Context: an optimization exercise on an open-source flow, tuned for small area, a short achievable clock period and few clock cycles per item. The choices shown serve that exercise and are no tape-out recipe.
In this exercise RTL edits were held to simulation tests only and were not proved equivalent to the original.

==> design.v <==
package mdc_pkg;
    typedef logic signed [11-1:0] elem_t;
    typedef logic signed [23-1:0] det2_t;
    typedef logic signed [51-1:0] det3_t;
    typedef struct packed {
        logic                   strobe;
        logic                   first;
        elem_t                  value;
        logic [5-1:0] mode;
    } dec_word_t;
    typedef struct packed {
        elem_t [16-1:0] elems;
        logic [5-1:0]    mode;
    } matrix_t;
    localparam int DET3_PAD_W = 207 - 4 * 51;
    typedef struct packed {
        logic [DET3_PAD_W-1:0]       pad;
        det3_t [4-1:0]   slot;
    } det3_view_t;
    typedef union packed {
        det2_t [9-1:0] det2_view;
        det3_view_t                det3_view;
    } out_word_t;
endpackage
`timescale 1ns/1ps
import mdc_pkg::*;
module mdc_input_decoder (
    input  logic                        clk,
    input  logic                        rst_n,
    input  logic                        in_valid,
    input  logic [15-1:0]      in_data,
    input  logic [9-1:0] in_mode,
    output mdc_pkg::dec_word_t          word
);
    logic                   in_run;
    logic                   first_q;
    logic [11-1:0] data_fix;
    logic [11-1:0] mode_fix;
    mdc_pkg::elem_t                  value_q;
    logic [5-1:0] mode_q;
    function automatic logic [11-1:0] ham_correct(
        input logic [15-1:0] code
    );
        logic [3:0]             syn;
        logic [15-1:0] fixed;
        logic [11-1:0] data;
        syn = '0;
        for (int p = 1; p <= 15; p++) begin
            if (code[15 - p]) begin
                syn = syn ^ 4'(p);
            end
        end
        for (int p = 1; p <= 15; p++) begin
            fixed[15 - p] = code[15 - p] ^ (syn == 4'(p));
        end
        data = {fixed[15 - 3], fixed[15 - 5 -: 3],
                fixed[15 - 9 -: 7]};
        ham_correct = data;
    endfunction
    assign data_fix = ham_correct(in_data);
    assign mode_fix = ham_correct(
        {in_mode, {(15 - 9){1'b0}}}
    );
    always_ff @(posedge clk or negedge rst_n) begin
        if (!rst_n) begin
            in_run  <= 1'b0;
            first_q <= 1'b0;
        end else begin
            in_run  <= in_valid;
            first_q <= in_valid && !in_run;
        end
    end
    always_ff @(posedge clk) begin
        if (in_valid) begin
            value_q <= data_fix;
            if (!in_run) begin
                mode_q <= mode_fix[11-1 -: 5];
            end
        end
    end
    assign word = {in_run, first_q, value_q, mode_q};
endmodule
`timescale 1ns/1ps
import mdc_pkg::*;
module mdc_matrix_buffer (
    input  logic               clk,
    input  logic               rst_n,
    input  mdc_pkg::dec_word_t word,
    output mdc_pkg::matrix_t   matrix,
    output logic               start
);
    mdc_pkg::elem_t [16-1:0] elems_q;
    logic [5-1:0]    mode_q;
    logic [3:0]                fill_q;
    logic [3:0]                fill_base;
    logic                      last_elem;
    assign fill_base = word.first ? 4'd0 : fill_q;
    assign last_elem = word.strobe && (fill_base == 4'(16 - 1));
    always_ff @(posedge clk or negedge rst_n) begin
        if (!rst_n) begin
            fill_q <= 4'd0;
            start  <= 1'b0;
        end else begin
            start <= last_elem;
            if (word.strobe) begin
                fill_q <= fill_base + 4'd1;
            end
        end
    end
    always_ff @(posedge clk) begin
        if (word.strobe) begin
            elems_q <= {word.value, elems_q[16-1:1]};
            if (word.first) begin
                mode_q <= word.mode;
            end
        end
    end
    assign matrix = {elems_q, mode_q};
endmodule
`timescale 1ns/1ps
import mdc_pkg::*;
module mdc_det_engine (
    input  logic               clk,
    input  logic               rst_n,
    input  logic               start,
    input  mdc_pkg::matrix_t   matrix,
    output logic               out_valid,
    output logic [207-1:0] out_data
);
    logic       busy_q;
    logic       is_det3_q;
    logic [3:0] step_q;
    logic       last_step;
    logic [1:0] grp;
    logic [1:0] pos;
    logic [1:0] sub_row;
    logic [1:0] sub_col;
    logic [1:0] top_row;
    logic [1:0] col_l;
    logic [1:0] col_r;
    mdc_pkg::elem_t      e_tl;
    mdc_pkg::elem_t      e_tr;
    mdc_pkg::elem_t      e_bl;
    mdc_pkg::elem_t      e_br;
    logic signed [2*11-1:0] prod_a;
    logic signed [2*11-1:0] prod_b;
    mdc_pkg::det2_t      minor;
    mdc_pkg::elem_t      pivot;
    logic signed [36-1:0] term;
    logic signed [36-1:0] acc_base;
    logic signed [36-1:0] acc_sum;
    logic signed [36-1:0] acc_q;
    logic [207-1:0] res_q;
    function automatic logic [3:0] elem_idx(input logic [1:0] row, input logic [1:0] col);
        elem_idx = 4'(row * 4 + col);
    endfunction
    assign grp     = 2'(step_q / 4'd3);
    assign pos     = 2'(step_q % 4'd3);
    assign sub_row = {1'b0, grp[1]};
    assign sub_col = {1'b0, grp[0]};
    assign last_step = busy_q && (step_q == (is_det3_q ? 4'(3 * 4 - 1)
                                                       : 4'(9 - 1)));
    always_ff @(posedge clk or negedge rst_n) begin
        if (!rst_n) begin
            busy_q    <= 1'b0;
            is_det3_q <= 1'b0;
            step_q    <= 4'd0;
            out_valid <= 1'b0;
        end else begin
            out_valid <= last_step;
            if (start) begin
                busy_q    <= 1'b1;
                step_q    <= 4'd0;
                is_det3_q <= matrix.mode[1];
            end else if (busy_q) begin
                if (last_step) begin
                    busy_q <= 1'b0;
                end else begin
                    step_q <= step_q + 4'd1;
                end
            end
        end
    end
    always_comb begin
        top_row = grp;
        col_l   = pos;
        col_r   = pos + 2'd1;
        pivot   = '0;
        if (is_det3_q) begin
            top_row = sub_row + 2'd1;
            pivot   = matrix.elems[elem_idx(sub_row, sub_col + pos)];
            case (pos)
                2'd0: begin
                    col_l = sub_col + 2'd1;
                    col_r = sub_col + 2'd2;
                end
                2'd1: begin
                    col_l = sub_col;
                    col_r = sub_col + 2'd2;
                end
                default: begin
                    col_l = sub_col;
                    col_r = sub_col + 2'd1;
                end
            endcase
        end
    end
    assign e_tl = matrix.elems[elem_idx(top_row, col_l)];
    assign e_tr = matrix.elems[elem_idx(top_row, col_r)];
    assign e_bl = matrix.elems[elem_idx(top_row + 2'd1, col_l)];
    assign e_br = matrix.elems[elem_idx(top_row + 2'd1, col_r)];
    assign prod_a = e_tl * e_br;
    assign prod_b = e_tr * e_bl;
    assign minor  = prod_a - prod_b;
    assign term = pivot * minor;
    always_comb begin
        acc_base = (pos == 2'd0) ? '0 : acc_q;
        if (pos == 2'd1) begin
            acc_sum = acc_base - term;
        end else begin
            acc_sum = acc_base + term;
        end
    end
    always_ff @(posedge clk) begin
        if (busy_q && is_det3_q) begin
            acc_q <= acc_sum;
        end
    end
    always_ff @(posedge clk or negedge rst_n) begin
        if (!rst_n) begin
            res_q <= '0;
        end else if (start) begin
            res_q <= '0;
        end else if (busy_q) begin
            if (!is_det3_q) begin
                res_q[(4'(9 - 1) - step_q) * 23 +: 23] <= minor;
            end else if (pos == 2'd2) begin
                res_q[(2'd3 - grp) * 51 +: 51] <= {
                    {(51 - 36){acc_sum[36-1]}}, acc_sum
                };
            end
        end
    end
    assign out_data = out_valid ? res_q : '0;
endmodule
`timescale 1ns/1ps
import mdc_pkg::*;
module mdc_top (
    input  logic                        clk,
    input  logic                        rst_n,
    input  logic                        in_valid,
    input  logic [15-1:0]      in_data,
    input  logic [9-1:0] in_mode,
    output logic                        out_valid,
    output logic [207-1:0]      out_data
);
    mdc_pkg::dec_word_t dec_word;
    mdc_pkg::matrix_t   matrix;
    logic      start;
    mdc_input_decoder u_decoder (
        .clk      (clk),
        .rst_n    (rst_n),
        .in_valid (in_valid),
        .in_data  (in_data),
        .in_mode  (in_mode),
        .word     (dec_word)
    );
    mdc_matrix_buffer u_buffer (
        .clk    (clk),
        .rst_n  (rst_n),
        .word   (dec_word),
        .matrix (matrix),
        .start  (start)
    );
    mdc_det_engine u_engine (
        .clk       (clk),
        .rst_n     (rst_n),
        .start     (start),
        .matrix    (matrix),
        .out_valid (out_valid),
        .out_data  (out_data)
    );
endmodule
==> run.sh <==
#!/bin/bash
# synth_recipe.tcl (not shown) runs the flow's synth.tcl, then flattens the netlist and writes it again
# the make line also repeats each setting of config.mk as NAME=value (left out here)
make -C /OpenROAD-flow-scripts/flow DESIGN_CONFIG=/design/flow/config.mk WORK_HOME=/design/flow/orfs CLKGATE_MAP_FILE= SYNTH_SCRIPT=/design/flow/synth_recipe.tcl finish
==> config.mk <==
export PLATFORM = sky130hd
export DESIGN_NAME = mdc_top
export DESIGN_NICKNAME = mdc_top
export VERILOG_FILES = /design/flow/design.v
export SDC_FILE = /design/flow/constraint.sdc
export NUM_CORES = 4
export LEC_CHECK = 0
export CAP_MARGIN = 20
export CORE_MARGIN = 2
export CORE_UTILIZATION = 40
export SLEW_MARGIN = 20
==> constraint.sdc <==
create_clock -name core_clock -period 20.0 [get_ports {clk}]
set_input_delay 4.0000 -clock core_clock [delete_from_list [all_inputs] [get_ports {clk}]]
set_output_delay 4.0000 -clock core_clock [all_outputs]
set_load 0.01 [all_outputs]
==> impl.org <==
** Synthesis
- Counting flops with a built-in enable in the synthesized netlist gives 225.
- Top area cells in the synthesized netlist :: fa_1, edfxtp_1, dfrtp_1
- In the synthesized netlist the async set-or-reset flop fraction comes to 0.496.
- Synthesis handed over a netlist of 7,563 instances.
- Fraction of the mapped netlist area in compound gates :: 0.238
- Post-synth design cell area :: 60,300 sq um
- Synth Area in Simple Gates :: 0.215
- Largest family of logic cells by synthesized area :: compound AO/OA/AOI/OAI gates
- Dividing the synthesized area by the synthesized cell count gives 7.98 sq um.
- Syn nets :: 8,325
- Synthesis instantiated 100 different standard cells from the library.
- Leading register cell type out of synthesis :: edfxtp_1
- Sequential-to-total area share from yosys stat :: 0.204
- The portion of synthesized area spent on multiplexers is 0.0276.
- Of the post-synthesis cell area, the dominant cell type holds 0.167.
- Adder-cell share of the synthesized area :: 0.215
- Yosys synthesis warning count :: 3
- Post-synthesis cell type with the largest combined area :: fa_1
- Post-synthesis xor/xnor area fraction :: 0.0283
- In this run, synthesis produced a sequential element count of 446.

** Drt
- The pre-antenna-repair detailed-routing pass consisted of 7 iterations.
- In the routed design, unresolved DRC markers number 0.
- DRC marker count from the first detailed-route iteration :: 9,398
- Dividing the detail-routed via count by the number of cells gives 6.57.
- In the final routed layout, each cell accounts on average for 34.9 um.
- Detailed-route via count :: 67,100
- Routed Antenna Nets :: 0
- Wires add up to 356,000 um.

** GRT
- Antenna violations before repair :: 29
- Entering global routing, the biggest net connects 126 pins.
- First-pass GRT wire length :: around 490,000 um
- Congestion Overflow GR :: 0
- The number of global-route vias before repair was 64,300.
- Across every metal layer, demand over resource in global routing totals 0.452.

** Min path
- Sink of the worst hold path :: u_buffer.elems_q[169]
- Worst hold path depth :: 0
- Min-delay src :: u_decoder.value_q[4]
- Worst hold path class :: register to register

** Placed design
- Count of buffers from port buffering :: 234
- Post-DP HPWL :: approximately 270,000 um
- At the end of routability-driven placement, the weighted congestion stood at 1.11.
- Once placement completed, the tool counted placed cells totaling 10,100.
- In this run the cell area measured after placement is around 70,000 sq um.
- Setup slack after placement :: -273 ps

** Floorplan
- Placeable core region :: 150,000 sq um
- In this run the horizontal extent of the chip is 392 um.
- Vertical die dimension :: 392 um
- 235 I/O pins were placed.
- For this configuration, the core starts out at a cell density of 0.403.
- The floorplan has roughly 140 rows.
- Die Footprint :: 154,000 sq um

** Layout
- Area grow syn2layout :: 20.2%
- Post-route cell area :: 72,500 sq um
- Fill cells in the final layout number 14,600.
- Post-route non-filler standard cell count :: 10,200
- Share of post-route cells with drive strength above 1 :: 0.147
- Number of nets in the finished design :: 8,888
- Final core occ :: 0.484

** Setup path
- Library cell contributing the largest single delay on the critical path :: fa_1
- The worst register-to-register path has a setup slack of about 730 ps.
- WS Path Type :: register to register
- Number of cells on the worst reg-to-reg path :: between 70 and 80
- Together, buffers and inverters on the worst path number 18.
- Category of the worst setup path launch point :: register
- Crit path required time :: 20,590 ps
- In this run the worst path has a maximum fanout of 12.
- Worst reg2reg path startpoint :: u_engine.step_q[1]
- On the critical path the largest part of the delay comes from adder cells.
- Slowest stage delay, CP :: between 600 and 700 ps
- Cell repeated most along the worst path :: fa_1
- FF-to-FF End :: u_engine.res_q[147]
- Data on the critical path arrives at its endpoint at between 15,000 and 20,000 ps.
- The worst setup path is captured at a register.

** CTS
- Clock tree synthesis inserted a total of 60 buffers.
- The H-tree was split into 2 levels.
- Clk pin slew, worst setup/hold paths :: 70 ps
- After clock tree synthesis, the flow added hold-fix buffers numbering 0.
- The clock net in this run drives a total of ~450 sinks.
- Worst skew pair latency :: 760 ps
- CTS placed an instance of clkbuf_16 at the clock tree root.
- The clock passes through at most 3 buffers.
- TritonCTS built the clock tree.

** STA
- Of the available clock period, the critical path in the final layout requires 0.964.
- The clock period could shrink to slightly below 20,000 ps.
- Fin Clk Skew :: 106 ps
- Highest attainable clock frequency :: slightly above 50 MHz
- Least setup slack across all paths after layout :: 728 ps
- The number of max-slew violations in the final report is 0.
- Rel. slew slack :: 0.118
- # setup viols final :: 0
- At the pin with the least slew margin, the transition time is around 1300 ps.
- Setup_tns :: 0 ps
- The count of endpoints failing hold in the final timing report came to 0.

** Outcome
- Status :: complete, no violations

** Job
- Number of max-cap violations :: 0
-- metrics by stage --
step                hold WS (ps)
floorplan                    400
finish                       418
global route                 431
detailed placement           405
CTS                          418
global placement             405
-- cells in the mapped netlist, drive strengths merged (18+ instances only) --
library cell,instances
nand2,1005
inv,618
nor2,610
a21oi,503
fa,503
clkbuf,441
o21ai,441
and2,361
ha,232
edfxtp,225
dfrtp,221
nand3,200
nor3,152
a31oi,143
xnor2,122
a211oi,121
o22ai,106
a221oi,87
nor2b,83
buf,82
o211ai,81
nand2b,79
xor2,70
a21o,67
o31ai,64
mux2i,60
a22oi,57
o221ai,57
or3,56
nand4,49
and3,43
nor4,38
o21a,38
o32ai,34
mux2,32
mux4,31
a2111oi,25
a32oi,24
a31o,23
or2,23
a211o,20
a311oi,19
a221o,18
a22o,18
-- flip-flops by register name, indices dropped and copies added, names as in the netlist, 4 cells and up --
name,count
u_buffer.elems_q,176
u_buffer.fill_q,4
u_decoder.value_q,11
u_engine.acc_q,36
u_engine.res_q,207
u_engine.step_q,4
-- placed cells by master, fill, tap and decap left out, types with 82 or more instances in the layout --
cell type	synthesis	routed
nand3_1	200	198
o22ai_1	106	101
a31oi_1	143	134
nor2b_1	83	82
clkdlybuf4s50_1	0	233
and2_1	359	359
dfrtp_1	221	216
buf_4	1	761
a21oi_1	503	478
ha_1	232	227
edfxtp_1	225	225
o21ai_0	428	407
fa_1	503	501
nor2_1	610	582
nor3_1	149	143
xnor2_1	122	110
a211oi_1	119	116
inv_1	613	609
nand2_1	1005	998
a221oi_1	87	82
-- repair_timing --
item | CTS | global route
gates resized for setup | 1 | 80
cloned | 0 | 2
setup buffers | 3 | 18
endpoints found under the setup margin | 4 | 187
pin swaps | 1 | 13
-- routing by layer --
metal,vias to the layer above,share of wire,GRT usage
met1,32800,0.38,0.570
met2,4878,0.41,0.646
met5,-,0.0011,0
li1,28000,-,-
met3,1377,0.12,0.151
met4,26,0.088,0.319
-- worst max-delay path by stage --
stage	start	to	slack [ps]	depth (start not counted)
floorplan	u_engine.step_q[0]	u_engine.res_q[133]	20	86
global placement	u_engine.step_q[2]	u_engine.res_q[189]	-130	75
detailed placement	u_engine.step_q[1]	u_engine.res_q[189]	-270	72
CTS	u_engine.step_q[1]	u_engine.res_q[136]	90	73
global route	u_engine.step_q[2]	u_engine.res_q[54]	-140	86
finish	u_engine.step_q[1]	u_engine.res_q[147]	730	77
-- worst register-to-register path, delay by kind of cell, from the launching register on --
kind	cells	cell delay, ps
compound gates	23	4940
xor+xnor	2	340
fa+ha+maj	19	8000
buf+inv	18	2050
flops	1	380
mux	1	340
simple gates	14	3130
-- cells by family after synthesis --
kind of cell / after synthesis
buffers and inverters: 1148
multiplexers: 123
AO/OA/AOI/OAI: 2159
adder cells (fa/ha/maj): 735
flip-flops: 446
XOR/XNOR: 193
AND/OR/NAND/NOR: 2759
-- area by class of cell --
cell class	instances	area (sq um)	share of cell area
Tap cell	2016	2520	0.0348
Clock buffer	72	1600	0.0220
Multi-Input combinational cell	5971	44600	0.615
Inverter	625	2360	0.0325
Antenna cell	13	32.5	0.000449
Sequential cell	446	12300	0.170
Clock inverter	38	522	0.00720
Timing Repair Buffer	1022	8560	0.118
Testbench counts, summed over its fixed seeds: cycles 68,390, matrices 2,400.

[what the ideal ports hide]
No port has a modelled driver above. Below, the same layout with a new extraction and two added sets of constraints. Step 1 (the two cells are an assumption about what drives the block):
set clk [get_ports {clk}]
set_driving_cell -lib_cell sky130_fd_sc_hd__clkbuf_16 $clk
set_driving_cell -lib_cell sky130_fd_sc_hd__buf_2 [delete_from_list [all_inputs] $clk]
Step 2 adds t to the input delays and takes it off the output delays; t is the mean of the earliest and latest rising clock arrival at the registers after step 1. Input paths then give back, and output paths get back, about the clock's delay inside the block. a / b / c = ideal ports / drivers / drivers and shift; a / b = the first two.
t (ns): 0.784
setup slack, ns: 0.728 / 0.728 / 0.728
worst setup path at the end: register to register
After both steps setup and hold are still met in this run. The setup slack of this run moves by 0.000 ns with the drivers and by 0.000 ns with both steps.
